From an optimization exercise on the open Yosys and OpenROAD flow, aimed at a short achievable clock period and few clock cycles per item; shortcuts taken in it are not production practice.
Only simulation tests tie the RTL to the original design; equivalence was not proved.
The clock port is modelled as an ideal driver; clocking choices that lean on that would not hold on a real chip.
Power is estimated from default activity; no workload was simulated.

**flow/flow/run.sh**
```bash
#!/bin/bash
set -euo pipefail
bash standard.sh MATCH_CELL_FOOTPRINT=0 finish > flow_make.log 2>&1
```
**flow/standard.sh**
```bash
#!/bin/bash
# synth_recipe.tcl (not shown) runs the flow's synth.tcl, then flattens the netlist and writes it again
# the make line also repeats each setting of config.mk as NAME=value (left out here)
make -C /OpenROAD-flow-scripts/flow DESIGN_CONFIG=/design/flow/config.mk WORK_HOME=/design/flow/orfs CLKGATE_MAP_FILE= SYNTH_SCRIPT=/design/flow/synth_recipe.tcl "${@:-finish}"
```
**flow/config.mk**
```make
export PLATFORM = sky130hd
export DESIGN_NAME = rv_frontend
export DESIGN_NICKNAME = rv_frontend
export VERILOG_FILES = /design/flow/design.v
export SDC_FILE = /design/flow/constraint.sdc
export NUM_CORES = 4
export LEC_CHECK = 0
export CAP_MARGIN = 20
export CORE_MARGIN = 2
export CORE_UTILIZATION = 40
export SETUP_SLACK_MARGIN = 3.8
export SLEW_MARGIN = 20
export SYNTH_HIERARCHICAL = 1
```
**flow/constraint.sdc**
```tcl
create_clock -name core_clock -period 8.0 [get_ports {clk}]
set_input_delay 1.6000 -clock core_clock [delete_from_list [all_inputs] [get_ports {clk}]]
set_output_delay 1.6000 -clock core_clock [all_outputs]
set_load 0.01 [all_outputs]
```
**flow/design.v**
```verilog
`default_nettype none
package fe_pkg;
  typedef logic [31:0]                 addr_t;      
  typedef logic [31:0]                 instr_t;     
  typedef logic [32-1:0]        cnt_t;       
  typedef logic [4-1:0]  btb_idx_t;   
  typedef enum logic [1:0] {
    KIND_OTHER,
    KIND_BRANCH,
    KIND_JAL,
    KIND_JALR
  } instr_kind_e;
  typedef enum logic [1:0] {
    FETCH_IDLE,   
    FETCH_WAIT,   
    FETCH_DROP    
  } fetch_state_e;
  typedef struct packed {
    addr_t       pc;
    instr_t      instr;
    instr_kind_e kind;
    logic        pred_taken;     
    addr_t       pred_next_pc;
  } fetch_rec_t;
  typedef struct packed {
    addr_t       pc;
    instr_t      instr;
    instr_kind_e kind;
    logic        pred_taken;     
    addr_t       pred_next_pc;
    addr_t       seq_pc;         
  } queue_rec_t;
  typedef struct packed {
    logic  valid;
    logic  is_branch;   
    logic  taken;
    addr_t pc;
    addr_t target;
  } bp_update_t;
  typedef struct packed {
    logic  valid;   
    addr_t pc;
  } redirect_t;
  typedef struct packed {
    cnt_t cycles;
    cnt_t cond_branches;
    cnt_t uncond_jumps;
    cnt_t bp_correct;   
  } perf_t;
endpackage
`default_nettype wire
`timescale 1ns/100ps
`default_nettype none
module branch_predictor (
  input  wire                     clk,
  input  wire                     rstn,
  input  wire fe_pkg::addr_t      lookup_pc,
  output logic                    hit,
  output logic                    pred_taken,
  output fe_pkg::addr_t           pred_target,
  input  wire fe_pkg::bp_update_t update
);
  localparam int ENTRIES = 1 << 4;
  localparam int IW      = 4;
  localparam int TAG_W   = 32 - 2 - IW;
  typedef logic [TAG_W-1:0] tag_t;
  typedef logic [1:0]       ctr_t;
  logic [ENTRIES-1:0] valid;
  tag_t               tag_mem [ENTRIES];
  fe_pkg::addr_t      tgt_mem [ENTRIES];
  ctr_t               ctr_mem [ENTRIES];
  logic               pw_all;    
  logic               pw_ctr;    
  fe_pkg::btb_idx_t   pw_idx;
  tag_t               pw_tag;
  fe_pkg::addr_t      pw_tgt;
  ctr_t               pw_ctr_val;
  fe_pkg::btb_idx_t   lk_idx;
  tag_t               lk_tag;
  logic [ENTRIES-1:0] lk_match;
  fe_pkg::btb_idx_t   up_idx;
  tag_t               up_tag;
  logic               up_hit;
  ctr_t               up_old;
  ctr_t               up_ctr;
  assign lk_idx = lookup_pc[IW+1:2];
  assign lk_tag = lookup_pc[31:IW+2];
  for (genvar i = 0; i < ENTRIES; i++) begin : g_match
    fe_tag_eq lk_eq (.a(tag_mem[i]), .b(lk_tag), .eq(lk_match[i]));
  end
  logic               lk_hit;
  logic [ENTRIES-1:0] ctr_msb;
  for (genvar i = 0; i < ENTRIES; i++) begin : g_msb
    assign ctr_msb[i] = ctr_mem[i][1];
  end
  fe_sel16 hit_sel (.d(valid & lk_match), .s(lk_idx), .y(lk_hit));
  always_comb begin
    hit         = lk_hit;
    pred_taken  = ctr_msb[lk_idx];
    pred_target = tgt_mem[lk_idx];
    if (lk_idx == pw_idx) begin
      if (pw_all) begin
        hit         = (pw_tag == lk_tag);
        pred_target = pw_tgt;
      end
      if (pw_all || pw_ctr) pred_taken = pw_ctr_val[1];
    end
  end
  assign up_idx = update.pc[IW+1:2];
  assign up_tag = update.pc[31:IW+2];
  always_comb begin
    up_hit = valid[up_idx] && (tag_mem[up_idx] == up_tag);
    up_old = ctr_mem[up_idx];
    if (up_idx == pw_idx) begin
      if (pw_all) up_hit = (pw_tag == up_tag);
      if (pw_all || pw_ctr) up_old = pw_ctr_val;
    end
  end
  always_comb begin
    up_ctr = up_old;
    if (!up_hit) begin
      up_ctr = 2'd2;
    end else if (update.is_branch) begin
      if (update.taken && up_ctr != 2'd3) begin
        up_ctr = up_ctr + 2'd1;
      end else if (!update.taken && up_ctr != 2'd0) begin
        up_ctr = up_ctr - 2'd1;
      end
    end
  end
  always_ff @(posedge clk) begin
    if (!rstn) begin
      pw_all <= 1'b0;
      pw_ctr <= 1'b0;
    end else begin
      pw_all <= update.valid && update.taken;
      pw_ctr <= update.valid && !update.taken && update.is_branch && up_hit;
    end
  end
  always_ff @(posedge clk) begin
    pw_idx     <= up_idx;
    pw_tag     <= up_tag;
    pw_tgt     <= update.target;
    pw_ctr_val <= up_ctr;
  end
  always_ff @(posedge clk) begin
    if (!rstn) begin
      valid <= '0;
    end else if (pw_all) begin
      valid[pw_idx] <= 1'b1;
    end
  end
  always_ff @(posedge clk) begin
    if (pw_all) begin
      tag_mem[pw_idx] <= pw_tag;
      tgt_mem[pw_idx] <= pw_tgt;
      ctr_mem[pw_idx] <= pw_ctr_val;
    end else if (pw_ctr) begin
      ctr_mem[pw_idx] <= pw_ctr_val;
    end
  end
endmodule
module fe_sel16 (
  input  wire  [15:0] d,
  input  wire  [3:0]  s,
  output logic        y
);
  assign y = d[s];
endmodule
module fe_tag_eq (
  input  wire [31-4-2:0] a,
  input  wire [31-4-2:0] b,
  output logic                         eq
);
  assign eq = (a == b);
endmodule
`default_nettype wire
`timescale 1ns/100ps
`default_nettype none
module fetch_unit (
  input  wire                     clk,
  input  wire                     rstn,
  output logic                    wb_cyc,
  output logic                    wb_stb,
  output fe_pkg::addr_t           wb_adr,
  input  wire                     wb_ack,
  input  wire fe_pkg::instr_t     wb_dat_i,
  output logic                    ack,        
  output fe_pkg::queue_rec_t      ack_rec,    
  input  wire                     room,       
  input  wire                     q_empty,    
  input  wire fe_pkg::redirect_t  redirect,
  input  wire fe_pkg::bp_update_t update
);
  logic                cyc;
  fe_pkg::addr_t       adr;       
  fe_pkg::addr_t       seq;
  logic                bp_hit;
  logic                bp_taken;
  fe_pkg::addr_t       bp_target;
  fe_pkg::instr_kind_e kind;
  logic                use_btb;
  logic                hold;      
  logic                sure_miss;
  branch_predictor bp_inst (
    .clk         (clk),
    .rstn        (rstn),
    .lookup_pc   (adr),
    .hit         (bp_hit),
    .pred_taken  (bp_taken),
    .pred_target (bp_target),
    .update      (update)
  );
  always_comb begin
    case (wb_dat_i[6:0])
      7'b1100011: kind = fe_pkg::KIND_BRANCH;
      7'b1101111:    kind = fe_pkg::KIND_JAL;
      7'b1100111:   kind = fe_pkg::KIND_JALR;
      default:       kind = fe_pkg::KIND_OTHER;
    endcase
  end
  assign seq     = adr + 32'd4;
  assign use_btb = bp_hit && ((kind == fe_pkg::KIND_JAL) || (kind == fe_pkg::KIND_JALR) ||
                              ((kind == fe_pkg::KIND_BRANCH) && bp_taken));
  assign ack = wb_ack && cyc;
  always_comb begin
    ack_rec.pc         = adr;
    ack_rec.instr      = wb_dat_i;
    ack_rec.kind       = kind;
    ack_rec.pred_taken = use_btb;
    ack_rec.pred_next_pc = use_btb ? bp_target : seq;
    ack_rec.seq_pc     = seq;
  end
  assign wb_cyc = cyc;
  assign wb_stb = cyc;
  assign wb_adr = adr;
  assign sure_miss = ((kind == fe_pkg::KIND_JAL) || (kind == fe_pkg::KIND_JALR)) && !use_btb;
  always_ff @(posedge clk) begin
    if (!rstn || redirect.valid) begin
      hold <= 1'b0;
    end else if (ack) begin
      hold <= sure_miss;
    end else if (q_empty) begin
      hold <= 1'b0;
    end
  end
  always_ff @(posedge clk) begin
    if (!rstn) begin
      cyc <= 1'b0;
      adr <= 32'h0000_0000;
    end else if (redirect.valid) begin
      adr <= redirect.pc;
      cyc <= ack || !cyc;   
    end else if (ack) begin
      adr <= ack_rec.pred_next_pc;
      cyc <= room && !sure_miss;
    end else if (!cyc) begin
      cyc <= room && (!hold || q_empty);
    end
  end
endmodule
`default_nettype wire
`timescale 1ns/100ps
`default_nettype none
module inflight_queue (
  input  wire                     clk,
  input  wire                     rstn,
  input  wire                     push,
  input  wire fe_pkg::queue_rec_t push_rec,
  input  wire                     pop,
  input  wire                     flush,
  output fe_pkg::queue_rec_t      head,
  output logic                    head_valid,
  output logic                    room,       
  output logic                    empty       
);
  localparam int DEPTH = 4;
  localparam int REC_W = 32 + 32 + 2 + 1 + 32 + 32;   
  logic [REC_W-1:0] mem [DEPTH];
  logic [DEPTH-1:0] vld;         
  logic [DEPTH-1:0] vld_pop;
  logic [DEPTH-1:0] vld_nxt;
  logic [DEPTH-1:0] vld_prev;    
  assign head       = mem[0];
  assign head_valid = vld[0];
  assign vld_pop = pop ? (vld >> 1) : vld;
  assign vld_nxt = push ? {vld_pop[DEPTH-2:0], 1'b1} : vld_pop;
  assign vld_prev = {vld_pop[DEPTH-2:0], 1'b1};
  assign empty   = flush || !vld_nxt[0];
  assign room    = flush || !vld_nxt[DEPTH-1];
  always_ff @(posedge clk) begin
    if (!rstn || flush) begin
      vld <= '0;
    end else begin
      vld <= vld_nxt;
    end
  end
  always_ff @(posedge clk) begin
    for (int i = 0; i < DEPTH; i++) begin
      if (push && !vld_pop[i] && vld_prev[i]) begin
        mem[i] <= push_rec;
      end else if (pop && i < DEPTH - 1) begin
        mem[i] <= mem[(i < DEPTH - 1) ? i + 1 : i];
      end
    end
  end
endmodule
`default_nettype wire
`timescale 1ns/100ps
`default_nettype none
module branch_resolver (
  input  wire                     clk,
  input  wire                     rstn,
  input  wire fe_pkg::queue_rec_t head,
  input  wire                     head_valid,
  input  wire                     resolve_valid,
  input  wire fe_pkg::addr_t      resolve_next_pc,
  input  wire                     q_valid,
  input  wire fe_pkg::addr_t      q_pred_next_pc,
  output logic                    complete,
  output fe_pkg::redirect_t       redirect,
  output fe_pkg::bp_update_t      update,
  output fe_pkg::perf_t           perf
);
  logic  is_branch;
  logic  is_jump;
  logic  actual_taken;
  logic  pred_ok;
  logic  mis;
  assign complete  = head_valid && resolve_valid;
  assign is_branch = (head.kind == fe_pkg::KIND_BRANCH);
  assign is_jump   = (head.kind == fe_pkg::KIND_JAL) || (head.kind == fe_pkg::KIND_JALR);
  assign actual_taken = (resolve_next_pc != head.seq_pc);
  logic [31:0] eq1;
  logic [15:0] ne2;
  logic [7:0]  eq4;
  logic [3:0]  ne8;
  logic [1:0]  eq16;
  logic        no_head;
  for (genvar i = 0; i < 32; i++) begin : g_eq1
    fe_xnor2 u (.a(resolve_next_pc[i]), .b(q_pred_next_pc[i]), .y(eq1[i]));
  end
  for (genvar i = 0; i < 16; i++) begin : g_ne2
    fe_nand2 u (.a(eq1[2*i]), .b(eq1[2*i+1]), .y(ne2[i]));
  end
  for (genvar i = 0; i < 8; i++) begin : g_eq4
    fe_nor2 u (.a(ne2[2*i]), .b(ne2[2*i+1]), .y(eq4[i]));
  end
  for (genvar i = 0; i < 4; i++) begin : g_ne8
    fe_nand2 u (.a(eq4[2*i]), .b(eq4[2*i+1]), .y(ne8[i]));
  end
  for (genvar i = 0; i < 2; i++) begin : g_eq16
    fe_nor2 u (.a(ne8[2*i]), .b(ne8[2*i+1]), .y(eq16[i]));
  end
  fe_nand2 no_head_inst (.a(resolve_valid), .b(q_valid), .y(no_head));
  fe_a21oi mis_inst (.a1(eq16[0]), .a2(eq16[1]), .b1(no_head), .y(mis));
  assign pred_ok = !mis;
  always_comb begin
    redirect.valid = mis;
    redirect.pc    = resolve_next_pc;
  end
  always_comb begin
    update.valid     = complete && (is_branch || (is_jump && actual_taken));
    update.is_branch = is_branch;
    update.taken     = actual_taken;
    update.pc        = head.pc;
    update.target    = resolve_next_pc;
  end
  always_ff @(posedge clk) begin
    if (!rstn) begin
      perf <= '0;
    end else begin
      perf.cycles <= perf.cycles + fe_pkg::cnt_t'(1);
      if (complete && is_branch) begin
        perf.cond_branches <= perf.cond_branches + fe_pkg::cnt_t'(1);
      end
      if (complete && is_jump) begin
        perf.uncond_jumps <= perf.uncond_jumps + fe_pkg::cnt_t'(1);
      end
      if (complete && is_branch && pred_ok) begin
        perf.bp_correct <= perf.bp_correct + fe_pkg::cnt_t'(1);
      end
    end
  end
endmodule
`default_nettype wire
`default_nettype none
module fe_xnor2 (
  input  wire  a,
  input  wire  b,
  output logic y
);
  assign y = !(a ^ b);
endmodule
module fe_nand2 (
  input  wire  a,
  input  wire  b,
  output logic y
);
  assign y = !(a && b);
endmodule
module fe_nor2 (
  input  wire  a,
  input  wire  b,
  output logic y
);
  assign y = !(a || b);
endmodule
module fe_a21oi (
  input  wire  a1,
  input  wire  a2,
  input  wire  b1,
  output logic y
);
  assign y = !((a1 && a2) || b1);
endmodule
`default_nettype wire
`timescale 1ns/100ps
`default_nettype none
module rv_frontend (
  input  wire         clk,
  input  wire         rstn,
  output logic        wb_cyc,
  output logic        wb_stb,
  output logic [31:0] wb_adr,
  input  wire         wb_ack,
  input  wire  [31:0] wb_dat_i,
  output logic [31:0] issue_pc,
  output logic [31:0] issue_instr,
  output logic [1:0]  issue_kind,
  output logic        issue_pred_taken,
  output logic [31:0] issue_pred_next_pc,
  output logic        issue_valid,
  input  wire         resolve_valid,
  input  wire  [31:0] resolve_next_pc,
  output logic        mispredict,
  output logic [31:0] perf_cycles,
  output logic [31:0] perf_cond_branches,
  output logic [31:0] perf_uncond_jumps,
  output logic [31:0] perf_bp_correct
);
  logic               ack;
  fe_pkg::queue_rec_t ack_rec;
  logic               room;
  logic               q_empty;
  logic               q_valid;
  fe_pkg::queue_rec_t q_head;
  logic               complete;
  logic               push;
  logic               pop;
  fe_pkg::redirect_t  redirect;
  fe_pkg::bp_update_t update;
  fe_pkg::queue_rec_t issue;
  fe_pkg::addr_t      q_pred_next_pc;
  fe_pkg::perf_t      perf;
  fetch_unit fetch_unit_inst (
    .clk        (clk),
    .rstn       (rstn),
    .wb_cyc     (wb_cyc),
    .wb_stb     (wb_stb),
    .wb_adr     (wb_adr),
    .wb_ack     (wb_ack),
    .wb_dat_i   (wb_dat_i),
    .ack        (ack),
    .ack_rec    (ack_rec),
    .room       (room),
    .q_empty    (q_empty),
    .redirect   (redirect),
    .update     (update)
  );
  assign q_pred_next_pc = q_head.pred_next_pc;
  assign issue       = q_head;
  assign issue_valid = q_valid;
  assign pop  = complete && q_valid;
  assign push = ack;
  inflight_queue inflight_queue_inst (
    .clk        (clk),
    .rstn       (rstn),
    .push       (push),
    .push_rec   (ack_rec),
    .pop        (pop),
    .flush      (redirect.valid),
    .head       (q_head),
    .head_valid (q_valid),
    .room       (room),
    .empty      (q_empty)
  );
  branch_resolver branch_resolver_inst (
    .clk             (clk),
    .rstn            (rstn),
    .head            (issue),
    .head_valid      (issue_valid),
    .resolve_valid   (resolve_valid),
    .resolve_next_pc (resolve_next_pc),
    .q_valid         (q_valid),
    .q_pred_next_pc  (q_pred_next_pc),
    .complete        (complete),
    .redirect        (redirect),
    .update          (update),
    .perf            (perf)
  );
  assign mispredict = redirect.valid;
  assign issue_pc           = issue.pc;
  assign issue_instr        = issue.instr;
  assign issue_kind         = issue.kind;
  assign issue_pred_taken   = issue.pred_taken;
  assign issue_pred_next_pc = q_pred_next_pc;
  assign perf_cycles        = perf.cycles;
  assign perf_cond_branches = perf.cond_branches;
  assign perf_uncond_jumps  = perf.uncond_jumps;
  assign perf_bp_correct    = perf.bp_correct;
endmodule
`default_nettype wire
```
==> flow_summary.ini, run 1 <==
[run_status]
status = complete, no violations

[layout]
final_common_cell = edfxtp_1
final_cell_mix = edfxtp_1 (1484), xor2_1 (338), xnor2_1 (333), clkdlybuf4s50_1 (295), mux4_2 (278)
syn_to_final_growth_pct = 18.7
nets = 5227
nFillCells = 16012
instances_no_fill = 7816
design_area_mm2 = 0.0907
drive_gt1_share_pct = 26.0
post-route-util_pct = 47.8

[detailed_routing]
drtIter0Drc = 4710
vias_per_cell = 5.70
drt-pass1-iter-count = 5
via_count = 44559
wire_per_inst_um = 30.2
drc = 0
routed_wl_mm = 236
postRouteAntennaNets = 0

[critical_path]
arrival_ns = 4.96
crit_buf_inv = 5
path_max_fanout = 10
crit_slowest_cell = dfxtp_4
cp.required_ns = 8.55
cp-end-kind = flip-flop
cp_top_family = multiplexers
max_stage_delay_ns = 0.41
path_class = reg2reg
cp_cell_sequence = buf_8 -> buf_12 -> xor2_1 -> nor4_2 -> nand3_1 -> nor4_2 -> and2_1 -> mux4_2 -> mux2i_2 -> mux2i_2 -> nand2_1 -> o21ai_1 -> buf_4 -> o2111ai_4 -> buf_12 -> buf_16 -> mux2_4 -> mux2_2
cp-start-kind = flip-flop

[logic_synthesis]
syn-num-nets = 4837
synth_area_mm2 = 0.0764
synthCells = 4757
ys_warn_count = 11
syn_area_per_cell_um2 = 16.1

[floorplanning]
die_h_um = 441
io_pins = 331
start_util_pct = 40.2
rows = 160
fp.coreArea_mm2 = 0.190
die_x_um = 441
dieArea_mm2 = 0.195

[cts]
numCtsBuffers = 178
cts_tree = done
root_buffer = clkbuf_16
clk_latency_ns = 0.83
clkSinkCount = 1732
h-tree-depth = 4
clk_pin_slew_worst_paths_ns = 0.07
clk_path_buf_depth = 3

[placed_design]
dp_cells = 7356
dpl.hpwl_mm = 148
gp_congestion = 0.922
place_area_mm2 = 0.0819
io_buffers = 330

[pwr]
peakVddDrop_mv = 0.212
fin_total_pwr_w = 0.0198
power_density_mw_per_mm2 = 218
p_leak_nw = 29.7

[flow_run]
max_cap_viol_count = 0

[grt]
antenna_found_initial = 9
overflow = 0
grt_pass1_vias = 43636
grt_max_degree = 132
grt_pass1_wl_mm = 330
track_usage_pct = 23.7

[sta]
fmax_mhz = 226
slew_headroom_pct = 23.8
maxSlewViolCount = 0
rsz0062_at_grt = yes
hold_viol = 0
skew_ns = 0.0466
fin_crit_ns = 4.42
fin_tns_setup_ns = 0
setup_viol = 0
worst_pin_slew_ns = 1.13
timing.final.crit_share_pct = 55.2

[min_path]
hold_path.class = reg2reg
layer usage:
layer  global-route usage, %  share of wire [%]
met1                    32.0                 41
met2                    38.3                 48
met3                    4.41                7.0
met4                    8.52                3.7
met5                       0                  0
layout make-up:
cell class	instances	area [um^2]	area share, %
clock inverters	79	843	0.929
repair buffers	553	5790	6.38
inverters	43	166	0.183
diodes	1	2.50	0.00276
flip-flops and latches	1732	49600	54.7
clock buffers	258	5000	5.51
multi-input cells	2639	26200	28.8
well taps	2511	3140	3.46
path summary, 6_finish.rpt:
check / from / to / slack (ns) / cells after the start
worst max-delay path: fetch_unit_inst.adr[15] / inflight_queue_inst.mem[1][37] / 3.58 / 18
worst min-delay path: branch_resolver_inst.perf[96] / branch_resolver_inst.perf[96] / 0.48 / 1
worst max register to register: fetch_unit_inst.adr[15] / inflight_queue_inst.mem[1][37] / 3.58 / 18
worst min register to register: branch_resolver_inst.perf[96] / branch_resolver_inst.perf[96] / 0.48 / 1
registers in the layout (all words and copies together), names as in the netlist:
| register | cells |
|---|---|
| fetch_unit_inst.bp_inst.pw_ctr_val | 2 |
| inflight_queue_inst.vld | 4 |
| fetch_unit_inst.bp_inst.pw_tag | 26 |
| fetch_unit_inst.bp_inst.pw_tgt | 32 |
| fetch_unit_inst.bp_inst.tgt_mem | 512 |
| fetch_unit_inst.bp_inst.tag_mem | 416 |
| fetch_unit_inst.bp_inst.ctr_mem | 32 |
| fetch_unit_inst.bp_inst.pw_idx | 4 |
| fetch_unit_inst.bp_inst.pw_ctr | 1 |
| fetch_unit_inst.hold | 1 |
| fetch_unit_inst.adr | 32 |
| branch_resolver_inst.perf | 128 |
| fetch_unit_inst.cyc | 1 |
| fetch_unit_inst.bp_inst.valid | 16 |
| inflight_queue_inst.mem | 524 |
| fetch_unit_inst.bp_inst.pw_all | 1 |
report_power, final:
group | leakage [nW] | internal (W) | switching (W) | total (W)
sequential | 15.5 | 0.00989 | 0.000193 | 0.0101
combinational | 11.4 | 0.000585 | 0.000747 | 0.00133
clock | 2.85 | 0.00473 | 0.00362 | 0.00835
total | 29.7 | 0.0152 | 0.00456 | 0.0198
what timing repair did:
action                                  in CTS  in global routing
hold buffers                                 0                  0
cloned                                      10                  4
endpoints found under the setup margin     335                275
setup buffers                               65                 43
gates resized for setup                    338                162
pin swaps                                   73                 51
through the flow:
stage,hold WS [ns],setup WS (ns)
global placement,0.464,1.77
finish,0.484,3.58
global route,0.510,3.52
floorplan,0.449,3.38
detailed placement,0.469,2.00
CTS,0.486,3.72
Testbench counts, summed over its fixed seeds: cycles 33,614, instrs 16,000.
==> run 2, diff against run 1 <==
--- a/flow/design.v
+++ b/flow/design.v
@@ -169,9 +169,31 @@
 endmodule
 module fe_tag_eq (
-  input  wire [31-4-2:0] a,
-  input  wire [31-4-2:0] b,
-  output logic                         eq
+  input  wire [25:0] a,
+  input  wire [25:0] b,
+  output logic       eq
 );
-  assign eq = (a == b);
+  logic [25:0] e1;    
+  logic [12:0] n2;    
+  logic [6:0]  e4;    
+  logic [3:0]  n8;
+  logic [1:0]  e16;
+  for (genvar i = 0; i < 26; i++) begin : g_e1
+    fe_xnor2 u (.a(a[i]), .b(b[i]), .y(e1[i]));
+  end
+  for (genvar i = 0; i < 13; i++) begin : g_n2
+    fe_nand2 u (.a(e1[2*i]), .b(e1[2*i+1]), .y(n2[i]));
+  end
+  for (genvar i = 0; i < 6; i++) begin : g_e4
+    fe_nor2 u (.a(n2[2*i]), .b(n2[2*i+1]), .y(e4[i]));
+  end
+  fe_nor2 e4_last (.a(n2[12]), .b(n2[12]), .y(e4[6]));
+  for (genvar i = 0; i < 3; i++) begin : g_n8
+    fe_nand2 u (.a(e4[2*i]), .b(e4[2*i+1]), .y(n8[i]));
+  end
+  fe_nand2 n8_last (.a(e4[6]), .b(e4[6]), .y(n8[3]));
+  for (genvar i = 0; i < 2; i++) begin : g_e16
+    fe_nor2 u (.a(n8[2*i]), .b(n8[2*i+1]), .y(e16[i]));
+  end
+  assign eq = e16[0] && e16[1];
 endmodule
 `default_nettype wire
==> flow/flow/run.sh (replaced) <==
#!/bin/bash
set -euo pipefail
here="$(pwd)"
bash standard.sh MATCH_CELL_FOOTPRINT=0 IO_CONSTRAINTS="$here/flow/io.tcl" finish > flow_make.log 2>&1
==> flow/flow/io.tcl (new file) <==
# Pin placement: the resolve port and the mispredict output side by side on
# one edge, so the combinational compare between them stays short.
set_io_pin_constraint -group -order -region top:* -pin_names {resolve_next_pc[0] resolve_next_pc[1] resolve_next_pc[2] resolve_next_pc[3] resolve_next_pc[4] resolve_next_pc[5] resolve_next_pc[6] resolve_next_pc[7] resolve_next_pc[8] resolve_next_pc[9] resolve_next_pc[10] resolve_next_pc[11] resolve_next_pc[12] resolve_next_pc[13] resolve_next_pc[14] resolve_next_pc[15] resolve_valid mispredict resolve_next_pc[16] resolve_next_pc[17] resolve_next_pc[18] resolve_next_pc[19] resolve_next_pc[20] resolve_next_pc[21] resolve_next_pc[22] resolve_next_pc[23] resolve_next_pc[24] resolve_next_pc[25] resolve_next_pc[26] resolve_next_pc[27] resolve_next_pc[28] resolve_next_pc[29] resolve_next_pc[30] resolve_next_pc[31]}
==> run 2 against run 1 <==
Combinational power about the same. Largest cell class unchanged. Register-to-register slack improved by 0.17 ns. Highest routed layer unchanged. Critical path type unchanged. Area after synthesis grew 0.92%.
==> flow_summary.ini, run 2 <==
[layout]
final-seq-area_mm2 = 0.0496
drive_gt1_share_pct = 22.0
instances_no_fill = 8087
multiInputGateArea_mm2 = 0.0261
final_cell_mix = edfxtp_1 (1484), xnor2_1 (595), nand2_1 (405), nor2_1 (296), clkdlybuf4s50_1 (294)
nets = 5476
top_regs = inflight_queue_inst.mem (524), fetch_unit_inst.bp_inst.tgt_mem (512), fetch_unit_inst.bp_inst.tag_mem (416)
largest-register = inflight_queue_inst.mem
final_common_cell = edfxtp_1
largest_reg_flops = 524
post-route-util_pct = 47.1
syn_to_final_growth_pct = 17.4
nFillCells = 16532

[critical_path]
rrSetupSlack_ns = 3.75
path_max_fanout = 12
cp_num_cells = 19
crit_buf_inv = 3
cp.required_ns = 8.57
cp_top_family = simple AND/OR/NAND/NOR gates
startpoint = fetch_unit_inst.adr[17]
cp-start-kind = flip-flop
cp-end-kind = flip-flop
max_stage_delay_ns = 0.52
path_class = reg2reg
reg2regPathDepth = 19
arrival_ns = 4.82
rr_startpoint = fetch_unit_inst.adr[17]
rr_endpoint = inflight_queue_inst.mem[1][53]
cp_cell_sequence = clkbuf_16 -> xnor2_2 -> nand2_1 -> nor2_2 -> nand2_2 -> nor2_4 -> and2_4 -> and2_4 -> mux4_2 -> mux2i_1 -> mux2i_1 -> nand2_1 -> o21ai_2 -> buf_6 -> buf_4 -> o2111ai_2 -> nor2_1 -> a21oi_1 -> mux2_1
crit_slowest_cell = dfxtp_4
crit_path_end = inflight_queue_inst.mem[1][53]

[cts]
hold_buffers = 0
numCtsBuffers = 185
clk_path_buf_depth = 3
root_buffer = clkbuf_16
h-tree-depth = 4
cts_tree = done
clk_pin_slew_worst_paths_ns = 0.06
clk_latency_ns = 0.84
clkSinkCount = 1732

[floorplanning]
rows = 161
die_h_um = 443
io_pins = 331
fp.coreArea_mm2 = 0.192
start_util_pct = 40.1
dieArea_mm2 = 0.196
die_x_um = 443

[placed_design]
dpl.hpwl_mm = 150
dp_cells = 7648
gp_congestion = 0.935
io_buffers = 330

[logic_synthesis]
syn-num-nets = 5125
syn_area_per_cell_um2 = 15.3
ys_warn_count = 11
synthCells = 5045
synth_area_mm2 = 0.0771

[sta]
maxSlewViolCount = 0
fin_crit_ns = 4.25
fmax_mhz = 235
timing.final.crit_share_pct = 53.1
setup_viol = 0
rsz0062_at_grt = yes
fin_tns_setup_ns = 0
worst_pin_slew_ns = 1.09
hold_viol = 0
slew_headroom_pct = 27.0
skew_ns = 0.0381

[grt]
antenna_found_initial = 10
track_usage_pct = 24.3
grt_max_degree = 132
overflow = 0
grt_pass1_vias = 44772
grt_pass1_wl_mm = 342

[detailed_routing]
routed_wl_mm = 243
drtIter0Drc = 4771
wire_per_inst_um = 30.1
met2WireLength_mm = 119
vias_per_cell = 5.61
drc = 0
met1_length_mm = 97.4
dr_wl_met3_mm = 15.8
via_count = 45337
drt-pass1-iter-count = 6
highest_layer = met4
postRouteAntennaNets = 0

[pwr]
peakVddDrop_mv = 0.250
power_density_mw_per_mm2 = 220
p_leak_nw = 28.7

[min_path]
hold_path.class = reg2reg
holdPathStages = 1

[flow_run]
max_cap_viol_count = 0

[run_status]
status = complete, no violations
-- run 2: cell types whose count changed in the layout (fill, tap and decap cells not counted), moves of 54 or more --
cell	before	now
buf_4	155	101
nand2_1	138	405
nor2_1	182	296
nor4_2	58	2
xnor2_1	333	595
xor2_1	338	94
-- run 2: where the power goes --
group | internal [W] | total [W] | switching, W | leakage, nW
combinational | 0.000597 | 0.00136 | 0.000759 | 10.3
sequential | 0.00990 | 0.0101 | 0.000196 | 15.5
clock | 0.00479 | 0.00848 | 0.00369 | 2.88
total | 0.0153 | 0.0199 | 0.00464 | 28.7
-- run 2: cell type report --
| cell class | count | share of cell area, % |
|---|---|---|
| diodes | 8 | 0.0221 |
| clock buffers | 267 | 5.72 |
| clock inverters | 77 | 0.885 |
| inverters | 43 | 0.184 |
| multi-input cells | 2928 | 28.8 |
| flip-flops and latches | 1732 | 54.8 |
| well taps | 2526 | 3.49 |
| repair buffers | 504 | 6.07 |
| repair inverters | 2 | 0.0138 |
-- run 2: worst min path at each step --
stage          slack (ns)                              start                           endpoint
6_report             0.49      branch_resolver_inst.perf[96]      branch_resolver_inst.perf[96]
5_1_grt              0.52      branch_resolver_inst.perf[96]      branch_resolver_inst.perf[96]
4_1_cts              0.49  fetch_unit_inst.bp_inst.valid[14]  fetch_unit_inst.bp_inst.valid[14]
3_5_place_dp         0.48  fetch_unit_inst.bp_inst.valid[14]  fetch_unit_inst.bp_inst.valid[14]
3_3_place_gp         0.47      branch_resolver_inst.perf[63]      branch_resolver_inst.perf[63]
2_1_floorplan        0.45  fetch_unit_inst.bp_inst.valid[14]  fetch_unit_inst.bp_inst.valid[14]
-- run 2: stage by stage --
stage | hold WS, ns | cell area (um^2) | power (W) | setup WS, ns
detailed placement | 0.477 | 82600 | 0.0115 | 2.26
floorplan | 0.449 | 77200 | 0.0110 | 3.38
global route | 0.523 | 90500 | 0.0205 | 3.65
global placement | 0.474 | 82500 | 0.0115 | 2.35
CTS | 0.491 | 90100 | 0.0200 | 3.77
finish | 0.494 | 90500 | 0.0199 | 3.75
-- run 2: what timing repair did --
action                     4_1_cts  5_1_grt
setup endpoints to repair      345      179
setup buffers                   54       12
resized for setup              298       63
pin swaps                       28       20
cloned                          15        4
-- run 2: metal layers --
metal  GRT usage, %  vias to the layer above
li1               -                    19457
met1           31.9                    23627
met2           40.5                     1804
met3           3.70                      449
met4           9.76                        0
met5              0                        -
Testbench counts of run 2, summed over its fixed seeds: cycles 33,614, instrs 16,000.
==> run 3, diff against run 2 <==
--- a/flow/design.v
+++ b/flow/design.v
@@ -89,22 +89,19 @@
     fe_tag_eq lk_eq (.a(tag_mem[i]), .b(lk_tag), .eq(lk_match[i]));
   end
-  logic               lk_hit;
-  logic [ENTRIES-1:0] ctr_msb;
-  for (genvar i = 0; i < ENTRIES; i++) begin : g_msb
-    assign ctr_msb[i] = ctr_mem[i][1];
-  end
-  fe_sel16 hit_sel (.d(valid & lk_match), .s(lk_idx), .y(lk_hit));
-  always_comb begin
-    hit         = lk_hit;
-    pred_taken  = ctr_msb[lk_idx];
-    pred_target = tgt_mem[lk_idx];
-    if (lk_idx == pw_idx) begin
-      if (pw_all) begin
-        hit         = (pw_tag == lk_tag);
-        pred_target = pw_tgt;
-      end
-      if (pw_all || pw_ctr) pred_taken = pw_ctr_val[1];
-    end
-  end
+  logic [ENTRIES-1:0] pw_sel_all;    
+  logic [ENTRIES-1:0] pw_sel_ctr;    
+  logic               pw_eq;         
+  logic [ENTRIES-1:0] eff_hit;
+  logic [ENTRIES-1:0] eff_msb;
+  for (genvar i = 0; i < ENTRIES; i++) begin : g_eff
+    assign pw_sel_all[i] = pw_all && (pw_idx == i);
+    assign pw_sel_ctr[i] = (pw_all || pw_ctr) && (pw_idx == i);
+    assign eff_hit[i]    = pw_sel_all[i] ? pw_eq : (valid[i] && lk_match[i]);
+    assign eff_msb[i]    = pw_sel_ctr[i] ? pw_ctr_val[1] : ctr_mem[i][1];
+  end
+  fe_tag_eq pw_eq_inst (.a(pw_tag), .b(lk_tag), .eq(pw_eq));
+  fe_sel16 hit_sel (.d(eff_hit), .s(lk_idx), .y(hit));
+  fe_sel16 msb_sel (.d(eff_msb), .s(lk_idx), .y(pred_taken));
+  assign pred_target = (pw_all && lk_idx == pw_idx) ? pw_tgt : tgt_mem[lk_idx];
   assign up_idx = update.pc[IW+1:2];
   assign up_tag = update.pc[31:IW+2];
@@ -243,6 +240,11 @@
   end
   assign seq     = adr + 32'd4;
-  assign use_btb = bp_hit && ((kind == fe_pkg::KIND_JAL) || (kind == fe_pkg::KIND_JALR) ||
-                              ((kind == fe_pkg::KIND_BRANCH) && bp_taken));
+  logic [3:0]    ub;
+  fe_pkg::addr_t pred_pc;
+  for (genvar g = 0; g < 4; g++) begin : g_ub
+    fe_ub ub_inst (.op(wb_dat_i[6:0]), .hit(bp_hit), .ctr(bp_taken), .ub(ub[g]));
+    assign pred_pc[8*g +: 8] = ub[g] ? bp_target[8*g +: 8] : seq[8*g +: 8];
+  end
+  assign use_btb = ub[0];
   assign ack = wb_ack && cyc;
   always_comb begin
@@ -251,5 +253,5 @@
     ack_rec.kind       = kind;
     ack_rec.pred_taken = use_btb;
-    ack_rec.pred_next_pc = use_btb ? bp_target : seq;
+    ack_rec.pred_next_pc = pred_pc;
     ack_rec.seq_pc     = seq;
   end
@@ -283,4 +285,14 @@
 endmodule
 `default_nettype wire
+`default_nettype none
+module fe_ub (
+  input  wire  [6:0] op,
+  input  wire        hit,
+  input  wire        ctr,
+  output logic       ub
+);
+  assign ub = hit && op[6] && op[5] && !op[4] && op[1] && op[0] && (op[2] || (!op[3] && ctr));
+endmodule
+`default_nettype wire
 `timescale 1ns/100ps
 `default_nettype none
==> run 3 against run 2 <==
Register-to-register slack about the same. Sequential share of layout area shrank 0.75 points. Cell count grew 1.6%. Worst setup slack worse by 0.0065 ns. Still clean. Wire length increased by 0.40%. Largest cell class unchanged. Combinational power rose by 3%. Utilization increased by 0.14 points.
==> flow_summary.ini, run 3 <==
[run_status]
status = complete, no violations

[sta]
maxSlewViolCount = 0
timing.final.crit_share_pct = 53.2
worst_pin_slew_ns = 1.06
setup_viol = 0
skew_ns = 0.0485
rsz0062_at_grt = yes
hold_viol = 0
fmax_mhz = 235
fin_crit_ns = 4.26
slew_headroom_pct = 29.2
fin_ws_ns = 3.74
fin_tns_setup_ns = 0

[pwr]
fin_total_pwr_w = 0.0198
peakVddDrop_mv = 0.194
p_leak_nw = 29.2
power_density_mw_per_mm2 = 216

[logic_synthesis]
synth_area_mm2 = 0.0780
syn-num-nets = 5202
syn_area_per_cell_um2 = 15.2
ys_warn_count = 11
synthCells = 5122

[grt]
antenna_found_initial = 17
overflow = 0
grt_pass1_vias = 45351
grt_max_degree = 132
grt_pass1_wl_mm = 339
track_usage_pct = 23.7

[critical_path]
cp-end-kind = flip-flop
cp-start-kind = flip-flop
path_class = reg2reg
path_max_fanout = 8
cp.required_ns = 8.56
arrival_ns = 4.81

[layout]
nFillCells = 16669
instances_no_fill = 8218
syn_to_final_growth_pct = 17.8
largest_reg_flops = 524
drive_gt1_share_pct = 24.4
final_common_cell = edfxtp_1
top_regs = inflight_queue_inst.mem (524), fetch_unit_inst.bp_inst.tgt_mem (512), fetch_unit_inst.bp_inst.tag_mem (416)
largest-register = inflight_queue_inst.mem
design_area_mm2 = 0.0918
final_cell_mix = edfxtp_1 (1484), xnor2_1 (580), nand2_1 (433), mux2_2 (299), clkdlybuf4s50_1 (295)
nets = 5591

[placed_design]
gp_congestion = 0.981
dp_cells = 7743
dpl.hpwl_mm = 153
place_area_mm2 = 0.0834
io_buffers = 330
dp_slack_ns = 2.19

[cts]
clk_latency_ns = 0.85
root_buffer = clkbuf_16
clkSinkCount = 1732
hold_buffers = 0
h-tree-depth = 4
clk_pin_slew_worst_paths_ns = 0.06
clk_path_buf_depth = 3
numCtsBuffers = 182
cts_tree = done

[detailed_routing]
drt-pass1-iter-count = 5
drtIter0Drc = 4912
postRouteAntennaNets = 0
via_count = 46505
wire_per_inst_um = 29.7
vias_per_cell = 5.66
routed_wl_mm = 244
drc = 0

[floorplanning]
start_util_pct = 40.1
io_pins = 331
rows = 162
dieArea_mm2 = 0.198
die_x_um = 445
fp.coreArea_mm2 = 0.194
die_h_um = 445

[min_path]
hold_path.class = reg2reg

[flow_run]
max_cap_viol_count = 0
run 3: through the flow:
stage          util, %  hold WS [ns]
5_1_grt           47.2         0.452
2_1_floorplan        -         0.454
4_1_cts           46.4         0.438
3_5_place_dp      42.9         0.424
3_3_place_gp      42.9         0.414
6_report          47.2         0.434
run 3: final cells by class:
class | instances | area [um^2] | share of cell area (%)
inverters | 39 | 151 | 0.165
repair buffers | 553 | 5890 | 6.41
flip-flops and latches | 1732 | 49700 | 54.1
clock inverters | 98 | 848 | 0.924
diodes | 7 | 17.5 | 0.0191
clock buffers | 244 | 4980 | 5.42
well taps | 2542 | 3180 | 3.46
multi-input cells | 3003 | 27100 | 29.5
run 3: power by group:
group	switching (W)	total (W)	internal, W
clock network	0.00364	0.00830	0.00466
registers	0.000203	0.0101	0.00990
logic	0.000782	0.00140	0.000615
run 3: final timing paths:
check | slack (ns) | cells past startpoint | from | end
worst max register to register | 3.74 | 19 | fetch_unit_inst.adr[12] | inflight_queue_inst.mem[1][53]
worst max-delay path | 3.74 | 19 | fetch_unit_inst.adr[12] | inflight_queue_inst.mem[1][53]
worst min register to register | 0.43 | 0 | fetch_unit_inst.bp_inst.pw_tag[18] | fetch_unit_inst.bp_inst.tag_mem[12][18]
worst min-delay path | 0.43 | 0 | fetch_unit_inst.bp_inst.pw_tag[18] | fetch_unit_inst.bp_inst.tag_mem[12][18]
run 3: critical path, cell delays in order (launching register included):
cell and delay (ns):
dfxtp_4 0.44, buf_8 0.17, xnor2_1 0.12, nand2_1 0.10, nor2_2 0.22, nand2_1 0.19, nor2_4 0.18, and2_1 0.15
nand2_1 0.05, o21ai_1 0.17, mux4_2 0.28, mux2i_2 0.10, mux2i_4 0.18, buf_12 0.16, and4b_1 0.19, o2111a_2 0.33
buf_12 0.18, a311oi_2 0.05, a221o_2 0.40, mux2_1 0.31
run 3: metal layers:
metal  track usage (%)  part of all wire, %  routed length, um  vias up
li1                  -                    -                  -    19860
met1              30.7                   40              97000    24175
met2              39.5                   49             119000     1950
met3              3.59                  6.5              15800      518
met5                 0               0.0041                 10        -
met4              10.4                  5.1              12400        2
run 3: repair_timing:
action,in CTS,in global routing
endpoints found under the setup margin,586,307
pin swaps,26,51
buffers inserted,47,61
cloned,4,14
resized for setup,302,205
Testbench counts of run 3, summed over its fixed seeds: cycles 33,614, instrs 16,000.
==> run 4, diff against run 3 <==
--- a/flow/design.v
+++ b/flow/design.v
@@ -309,5 +309,5 @@
   output logic                    empty       
 );
-  localparam int DEPTH = 4;
+  localparam int DEPTH = 6;
   localparam int REC_W = 32 + 32 + 2 + 1 + 32 + 32;   
   logic [REC_W-1:0] mem [DEPTH];
==> run 4 against run 3 <==
Area after synthesis grew 14%. Die area increased by 14%. Utilization rose by 0.13 points. Sequential power rose by 15%. Highest routed layer unchanged. Largest power group unchanged. Non-clock buffer count increased by 15. Still clean on timing, DRC and antenna. Worst setup slack got worse by 0.027 ns. Via count up 12%.
==> flow_summary.ini, run 4 <==
[critical_path]
cp-end-kind = flip-flop
crit_slowest_cell = buf_6
arrival_ns = 4.88
cp_top_family = buffers and inverters
path_max_fanout = 65
crit_buf_inv = 4
cp-start-kind = input port
max_stage_delay_ns = 0.60
path_class = in2reg
cp.required_ns = 8.60
cp_cell_sequence = clkdlybuf4s50_1 -> nand2_4 -> inv_2 -> clkbuf_8 -> and4bb_2 -> a31oi_4 -> buf_6 -> mux2_2

[cts]
clkSinkCount = 1996
clk_latency_ns = 0.87
h-tree-depth = 4
root_buffer = clkbuf_16
hold_buffers = 0
clk_pin_slew_worst_paths_ns = 0.06
clk_path_buf_depth = 3
numCtsBuffers = 206
cts_tree = done

[pwr]
power_density_mw_per_mm2 = 219
pwr-share-seq_pct = 50.5
peakVddDrop_mv = 0.195
p_clk_share_pct = 43.0
p_comb_share_pct = 6.5
p_leak_nw = 33.5
switching_share_pct = 22.8
switchingPower_w = 0.00525
p_int_w = 0.0177

[layout]
largest-register = inflight_queue_inst.mem
instances_no_fill = 9261
largest_reg_flops = 786
final_cell_mix = edfxtp_1 (1746), mux2_2 (598), xnor2_1 (568), nand2_1 (417), clkdlybuf4s50_1 (294)
syn_to_final_growth_pct = 17.9
design_area_mm2 = 0.105
drive_gt1_share_pct = 29.1
nets = 6174
final_common_cell = edfxtp_1
top_regs = inflight_queue_inst.mem (786), fetch_unit_inst.bp_inst.tgt_mem (512), fetch_unit_inst.bp_inst.tag_mem (416)

[flow_run]
max_cap_viol_count = 0

[grt]
grt_max_degree = 132
grt_pass1_wl_mm = 390
antenna_found_initial = 21
track_usage_pct = 24.1
grt_pass1_vias = 51300
overflow = 0

[floorplanning]
rows = 173
dieArea_mm2 = 0.227
die_x_um = 476
fp.coreArea_mm2 = 0.222
die_h_um = 476
io_pins = 331
start_util_pct = 40.2

[logic_synthesis]
ys_warn_count = 11
syn_area_per_cell_um2 = 15.7
syn-num-nets = 5772
synthCells = 5692
synth_area_mm2 = 0.0891

[placed_design]
dp_cells = 8724
gp_congestion = 0.972
io_buffers = 330
dpl.hpwl_mm = 170
place_area_mm2 = 0.0951

[sta]
fin_tns_setup_ns = 0
maxSlewViolCount = 0
fin_crit_ns = 4.28
timing.final.crit_share_pct = 53.5
worst_pin_slew_ns = 1.13
skew_ns = 0.0462
fmax_mhz = 233
whs_ns = 0.488
rsz0062_at_grt = yes
slew_headroom_pct = 24.2
setup_viol = 0
hold_viol = 0

[detailed_routing]
drtIter0Drc = 5899
postRouteAntennaNets = 0
routed_wl_mm = 279
vias_per_cell = 5.64
drc = 0
via_count = 52244
wire_per_inst_um = 30.1
drt-pass1-iter-count = 6

[min_path]
hold_path.class = reg2reg

[run_status]
status = complete, no violations
## run 4: power by group through the flow
stage | clock network [W] | registers [W] | logic [W]
3_3_place_gp | 0 | 0.0119 | 0.00132
4_1_cts | 0.0100 | 0.0116 | 0.00146
5_1_grt | 0.0104 | 0.0116 | 0.00157
2_1_floorplan | 0 | 0.0118 | 0.000847
6_report | 0.00988 | 0.0116 | 0.00150
3_5_place_dp | 0 | 0.0119 | 0.00132
## run 4: timing repair
action / in CTS / in global routing
pin swaps: 47 / 79
endpoints found under the setup margin: 638 / 398
setup buffers: 78 / 34
gates resized for setup: 391 / 191
cloned: 19 / 6
## run 4: metrics by stage
stage          util, %  worst slack (ns)  power [W]
3_5_place_dp      42.9              1.77     0.0132
5_1_grt           47.4              3.67     0.0236
4_1_cts           46.8              3.77     0.0231
6_report          47.4              3.72     0.0230
2_1_floorplan        -              3.27     0.0126
3_3_place_gp      42.8              1.85     0.0132
## run 4: final timing paths
path,slack (ns),startpoint,to,cells after the start
hold reg to reg,0.49,branch_resolver_inst.perf[62],branch_resolver_inst.perf[62],2
setup reg to reg,3.77,fetch_unit_inst.adr[25],inflight_queue_inst.mem[0][42],19
setup / recovery,3.72,wb_ack,inflight_queue_inst.mem[1][106],8
hold / removal,0.49,branch_resolver_inst.perf[62],branch_resolver_inst.perf[62],2
## run 4: layer usage
metal | vias up | GRT usage, % | share of wire, %
li1 | 22230 | - | -
met1 | 27261 | 32.2 | 41
met2 | 2190 | 38.6 | 47
met3 | 559 | 4.63 | 7.3
met4 | 4 | 9.86 | 4.4
met5 | - | 0 | 0.0075
## run 4: layout make-up
class | count | area (um^2)
diodes | 10 | 25.0
clock buffers | 266 | 5560
clock inverters | 124 | 1350
fillers | 18881 | 117000
inverters | 40 | 160
multi-input cells | 3280 | 30600
flip-flops and latches | 1996 | 57600
well taps | 2975 | 3720
repair buffers | 568 | 6090
repair inverters | 2 | 10.0
## run 4: worst reg2reg max path: cells and delay by family, from the launching register on
| family | cells | cell delay, ns |
|---|---|---|
| muxes | 5 | 1.23 |
| and+or+nand+nor | 7 | 0.99 |
| buffers and inverters | 4 | 0.79 |
| AOI/OAI and AO/OA | 2 | 0.48 |
| DFF | 1 | 0.35 |
| xor gates and xnor gates | 1 | 0.14 |
Testbench counts of run 4, summed over its fixed seeds: cycles 33,178, instrs 16,000.
==> run 5, diff against run 4 <==
--- a/flow/design.v
+++ b/flow/design.v
@@ -309,5 +309,5 @@
   output logic                    empty       
 );
-  localparam int DEPTH = 6;
+  localparam int DEPTH = 4;
   localparam int REC_W = 32 + 32 + 2 + 1 + 32 + 32;   
   logic [REC_W-1:0] mem [DEPTH];
==> flow/flow/run.sh (replaced) <==
#!/bin/bash
set -euo pipefail
here="$(pwd)"
bash standard.sh MATCH_CELL_FOOTPRINT=0 IO_CONSTRAINTS="$here/flow/io.tcl" \
  POST_CTS_TCL="$here/flow/post_cts.tcl" finish > flow_make.log 2>&1
==> flow/flow/post_cts.tcl (new file) <==
# After the standard clock tree step and its timing repair: one more setup
# repair pass, then legalize the placement again.
estimate_parasitics -placement
repair_timing -setup -setup_margin 4.0 -skip_last_gasp -verbose
detailed_placement
check_placement -verbose
==> run 5 against run 4 <==
Largest cell class unchanged. Critical path type is now in2out. Combinational power fell by 5%. Flip-flop and latch count shrank 264. Synthesized cell count down 10%.
==> flow_summary.ini, run 5 <==
[logic_synthesis]
syn-num-nets = 5202
ys_warn_count = 11
synth_area_mm2 = 0.0780
synthCells = 5122
syn_area_per_cell_um2 = 15.2

[detailed_routing]
vias_per_cell = 5.67
drc = 0
wire_per_inst_um = 30.2
postRouteAntennaNets = 0
drtIter0Drc = 4891
routed_wl_mm = 248
via_count = 46595
drt-pass1-iter-count = 6

[critical_path]
cp_top_family = simple AND/OR/NAND/NOR gates
max_stage_delay_ns = 0.18
path_class = in2out
cp-start-kind = input port
path_max_fanout = 4
crit_buf_inv = 2
cp.required_ns = 6.40
path_common_cell = nor2_4
cp-end-kind = output port
arrival_ns = 2.59
crit_slowest_cell = nor2_4
cp_cell_sequence = buf_8 -> xnor2_2 -> nand2_1 -> nor2_4 -> nand2_4 -> nor2_4 -> a21oi_4 -> buf_6

[grt]
grt_max_degree = 108
grt_pass1_vias = 46002
track_usage_pct = 24.6
antenna_found_initial = 15
grt_pass1_wl_mm = 350
overflow = 0

[floorplanning]
fp.coreArea_mm2 = 0.194
io_pins = 331
die_x_um = 445
rows = 162
start_util_pct = 40.1
die_h_um = 445
dieArea_mm2 = 0.198

[layout]
instances_no_fill = 8225
largest-register = inflight_queue_inst.mem
drive_gt1_share_pct = 24.6
final-seq-area_mm2 = 0.0497
final_common_cell = edfxtp_1
final_cell_mix = edfxtp_1 (1484), xnor2_1 (581), nand2_1 (428), mux2_2 (303), clkdlybuf4s50_1 (292)
multiInputGateArea_mm2 = 0.0272
nFillCells = 16671
top_regs = inflight_queue_inst.mem (524), fetch_unit_inst.bp_inst.tgt_mem (512), fetch_unit_inst.bp_inst.tag_mem (416)
largest_reg_flops = 524
design_area_mm2 = 0.0920
nets = 5599
syn_to_final_growth_pct = 18.0

[placed_design]
io_buffers = 330
dpl.hpwl_mm = 153
gp_congestion = 0.981
dp_cells = 7743
place_area_mm2 = 0.0834

[sta]
slew_headroom_pct = 31.6
fmax_mhz = 239
setup_viol = 0
fin_crit_ns = 4.19
hold_viol = 0
timing.final.crit_share_pct = 52.4
worst_pin_slew_ns = 1.03
rsz0062_at_grt = yes
skew_ns = 0.0462
maxSlewViolCount = 0
fin_tns_setup_ns = 0

[flow_run]
max_cap_viol_count = 0

[cts]
clk_pin_slew_worst_paths_ns = 0.06
cts_tree = done
clk_latency_ns = 0.84
clkSinkCount = 1732

[pwr]
p_leak_nw = 29.3
peakVddDrop_mv = 0.196
power_density_mw_per_mm2 = 215

[run_status]
status = complete, no violations

[min_path]
hold_path.class = reg2reg
-- run 5: worst reg2reg max path: stages (launching register included) --
cell and delay [ns]:
dfxtp_4 0.40, buf_4 0.16, xnor2_1 0.14, nand2_1 0.13
nor2_1 0.22, nand2_1 0.13, nor2_2 0.19, and2_1 0.16
nand2_1 0.05, o21ai_1 0.17, mux4_2 0.28, mux2i_2 0.10
mux2i_4 0.18, buf_12 0.16, and4b_1 0.20, o2111a_2 0.33
clkinvlp_4 0.26, mux2_4 0.37, mux2_1 0.28
-- run 5: through the flow --
stage	util, %	setup slack (ns)	hold WS [ns]	power (W)
2_1_floorplan	-	3.38	0.454	0.0111
3_3_place_gp	42.9	2.17	0.414	0.0116
3_5_place_dp	42.9	2.19	0.424	0.0116
5_1_grt	47.3	3.71	0.452	0.0204
6_report	47.3	3.81	0.431	0.0198
-- run 5: worst paths after layout --
| path | slack [ns] | start | end | cells past startpoint |
|---|---|---|---|---|
| worst max register to register | 3.86 | fetch_unit_inst.adr[12] | inflight_queue_inst.mem[1][41] | 18 |
| worst max-delay path | 3.81 | resolve_next_pc[18] | mispredict | 8 |
| worst min-delay path | 0.43 | fetch_unit_inst.bp_inst.pw_tag[18] | fetch_unit_inst.bp_inst.tag_mem[12][18] | 0 |
| worst min register to register | 0.43 | fetch_unit_inst.bp_inst.pw_tag[18] | fetch_unit_inst.bp_inst.tag_mem[12][18] | 0 |
-- run 5: layer usage --
layer | global-route usage [%] | vias up | routed length [um]
li1 | - | 19857 | -
met1 | 32.1 | 24166 | 97100
met2 | 40.5 | 2040 | 121000
met3 | 3.78 | 530 | 17500
met4 | 11.4 | 2 | 13000
met5 | 0 | - | 9
-- run 5: area by class of cell --
| cell class | instances | area share, % |
|---|---|---|
| Tap cell | 2542 | 3.46 |
| Inverter | 39 | 0.165 |
| Clock inverter | 98 | 0.922 |
| Sequential cell | 1732 | 54.0 |
| Timing Repair Buffer | 560 | 6.55 |
| Clock buffer | 244 | 5.41 |
| Antenna cell | 6 | 0.0163 |
| Multi-Input combinational cell | 3004 | 29.5 |
-- run 5: power by group --
part / switching, W / internal (W)
clock: 0.00364 / 0.00466
combinational: 0.000808 / 0.000619
sequential: 0.000190 / 0.00990
Testbench counts of run 5, summed over its fixed seeds: cycles 33,614, instrs 16,000.
==> run 6, diff against run 5 <==
--- a/flow/design.v
+++ b/flow/design.v
@@ -309,5 +309,5 @@
   output logic                    empty       
 );
-  localparam int DEPTH = 4;
+  localparam int DEPTH = 6;
   localparam int REC_W = 32 + 32 + 2 + 1 + 32 + 32;   
   logic [REC_W-1:0] mem [DEPTH];
==> run 6 against run 5 <==
Still clean on timing, DRC and antenna. Clock-buffer cell count up 22. Clock power up 19%. Critical path depth up 12. Total power up 16%. Sequential power up 15%. Clock skew up 0.0022 ns. Non-clock buffer count up 23. Critical endpoint is now fetch_unit_inst.adr[10].
==> flow_summary.ini, run 6 <==
[layout]
syn_to_final_growth_pct = 18.1
final_cell_mix = edfxtp_1 (1746), mux2_2 (581), xnor2_1 (576), nand2_1 (426), clkdlybuf4s50_1 (289)
drive_gt1_share_pct = 29.0
final_common_cell = edfxtp_1
nFillCells = 18829
top_regs = inflight_queue_inst.mem (786), fetch_unit_inst.bp_inst.tgt_mem (512), fetch_unit_inst.bp_inst.tag_mem (416)
design_area_mm2 = 0.105
largest_reg_flops = 786
nets = 6190
post-route-util_pct = 47.5
largest-register = inflight_queue_inst.mem

[sta]
hold_viol = 0
timing.final.crit_share_pct = 53.7
skew_ns = 0.0485
fmax_mhz = 233
fin_tns_setup_ns = 0
slew_headroom_pct = 25.0
fin_crit_ns = 4.30
worst_pin_slew_ns = 1.12
fin_ws_ns = 3.70
rsz0062_at_grt = yes
setup_viol = 0
maxSlewViolCount = 0

[detailed_routing]
drt-pass1-iter-count = 6
via_count = 52424
drtIter0Drc = 5635
postRouteAntennaNets = 0
wire_per_inst_um = 30.2
vias_per_cell = 5.65
routed_wl_mm = 280
drc = 0

[grt]
antenna_found_initial = 17
grt_pass1_vias = 51605
grt_max_degree = 132
overflow = 0
grt_pass1_wl_mm = 394
track_usage_pct = 24.4

[placed_design]
dpl.hpwl_mm = 170
dp_slack_ns = 1.77
gp_congestion = 0.972
place_area_mm2 = 0.0951
io_buffers = 330

[pwr]
peakVddDrop_mv = 0.195
p_leak_nw = 33.7
power_density_mw_per_mm2 = 219

[critical_path]
path_max_fanout = 16
arrival_ns = 5.02
cp.required_ns = 8.72
path_class = reg2reg
cp-end-kind = flip-flop
rrSetupSlack_ns = 3.70
cp-start-kind = flip-flop

[floorplanning]
rows = 173
die_x_um = 476
die_h_um = 476
fp.coreArea_mm2 = 0.222
start_util_pct = 40.2
io_pins = 331
dieArea_mm2 = 0.227

[flow_run]
max_cap_viol_count = 0

[run_status]
status = complete, no violations

[cts]
clk_pin_slew_worst_paths_ns = 0.07
clkSinkCount = 1996
clk_latency_ns = 0.88
cts_tree = done

[logic_synthesis]
syn_area_per_cell_um2 = 15.7
synth_area_mm2 = 0.0891
syn-num-nets = 5772
ys_warn_count = 11
synthCells = 5692

[min_path]
hold_path.class = reg2reg
## run 6: critical path: stages, from the launching register on
cell	delay (ns)
dfxtp_4	0.44
buf_12	0.20
xnor2_1	0.14
nand2_1	0.08
nor2_1	0.19
nand2_1	0.08
nor2_1	0.19
and2_4	0.23
nand2_1	0.06
o21ai_1	0.09
mux4_2	0.28
mux2i_4	0.08
mux2i_4	0.19
buf_12	0.16
and4b_2	0.24
o2111a_2	0.35
clkinvlp_4	0.30
buf_6	0.19
or3_4	0.36
o2111ai_2	0.11
a21boi_2	0.14
## run 6: final timing paths
check,start,to,depth (start not counted)
worst min register to register,branch_resolver_inst.perf[62],branch_resolver_inst.perf[62],2
worst max-delay path,fetch_unit_inst.adr[16],fetch_unit_inst.adr[10],20
worst min-delay path,branch_resolver_inst.perf[62],branch_resolver_inst.perf[62],2
worst max register to register,fetch_unit_inst.adr[16],fetch_unit_inst.adr[10],20
## run 6: stage by stage
stage          hold WS [ns]  power [W]  cells
6_report              0.488     0.0230   9272
5_1_grt               0.506     0.0236   9271
3_5_place_dp          0.467     0.0132   8724
3_3_place_gp          0.462     0.0132   8721
2_1_floorplan         0.454     0.0126   5692
## run 6: routing by layer
layer	share of wire, %	global-route usage (%)
met5	0.067	0
met1	40	32.6
met3	7.5	4.62
met4	4.9	10.7
met2	47	38.9
## run 6: where the power goes
part | total (W) | internal [W] | switching (W) | leakage [nW]
registers | 0.0116 | 0.0114 | 0.000193 | 17.8
clock network | 0.00989 | 0.00569 | 0.00420 | 3.32
logic | 0.00152 | 0.000651 | 0.000869 | 12.5
## run 6: layout make-up
cell class              instances  area [um^2]  area share (%)
repair inverters                2         12.5          0.0119
well taps                    2975         3720            3.53
diodes                          5         12.5          0.0119
clock inverters               124         1350            1.28
inverters                      40          160           0.152
repair buffers                583         6330            6.01
multi-input cells            3281        30600            29.1
clock buffers                 266         5560            5.28
flip-flops and latches       1996        57600            54.7
Testbench counts of run 6, summed over its fixed seeds: cycles 33,178, instrs 16,000.

-- separate check: timing with driven ports --
Ports are ideal in the flow. The routed layouts listed here were re-timed in OpenROAD.
Step 1 sets driving cells, clkbuf_16 on the clock port and buf_2 on the other inputs (assumed; they add their load-dependent delay and slew).
Step 2, shift: input delay + t, output delay - t, t = (earliest + latest rising clock arrival at the registers) / 2. This alone moves slack from input paths to output paths.
Three values: ideal ports, drivers, drivers and shift; two values: the first two.
run | t, ns | slack for setup (ns) | hold slack, ns | latest minus earliest clock arrival (ns)
run 1 | 0.893 | 3.582 / 3.582 / 2.973 | 0.484 / 0.484 / 0.484 | 0.047 / 0.047
run 2 | 0.909 | 3.750 / 3.591 / 2.996 | 0.494 / 0.494 / 0.494 | 0.040 / 0.040
run 3 | 0.916 | 3.744 / 3.690 / 2.838 | 0.434 / 0.434 / 0.434 | 0.052 / 0.052
run 4 | 0.953 | 3.717 / 3.625 / 2.807 | 0.488 / 0.488 / 0.488 | 0.050 / 0.050
run 5 | 0.913 | 3.811 / 3.699 / 2.884 | 0.431 / 0.431 / 0.431 | 0.047 / 0.047
run 6 | 0.954 | 3.702 / 3.640 / 2.935 | 0.488 / 0.488 / 0.488 | 0.050 / 0.050
After both steps every run listed still meets setup and hold. For run 5, which loses most, drivers alone change the setup slack by -0.112 ns; drivers and shift together by -0.927 ns.
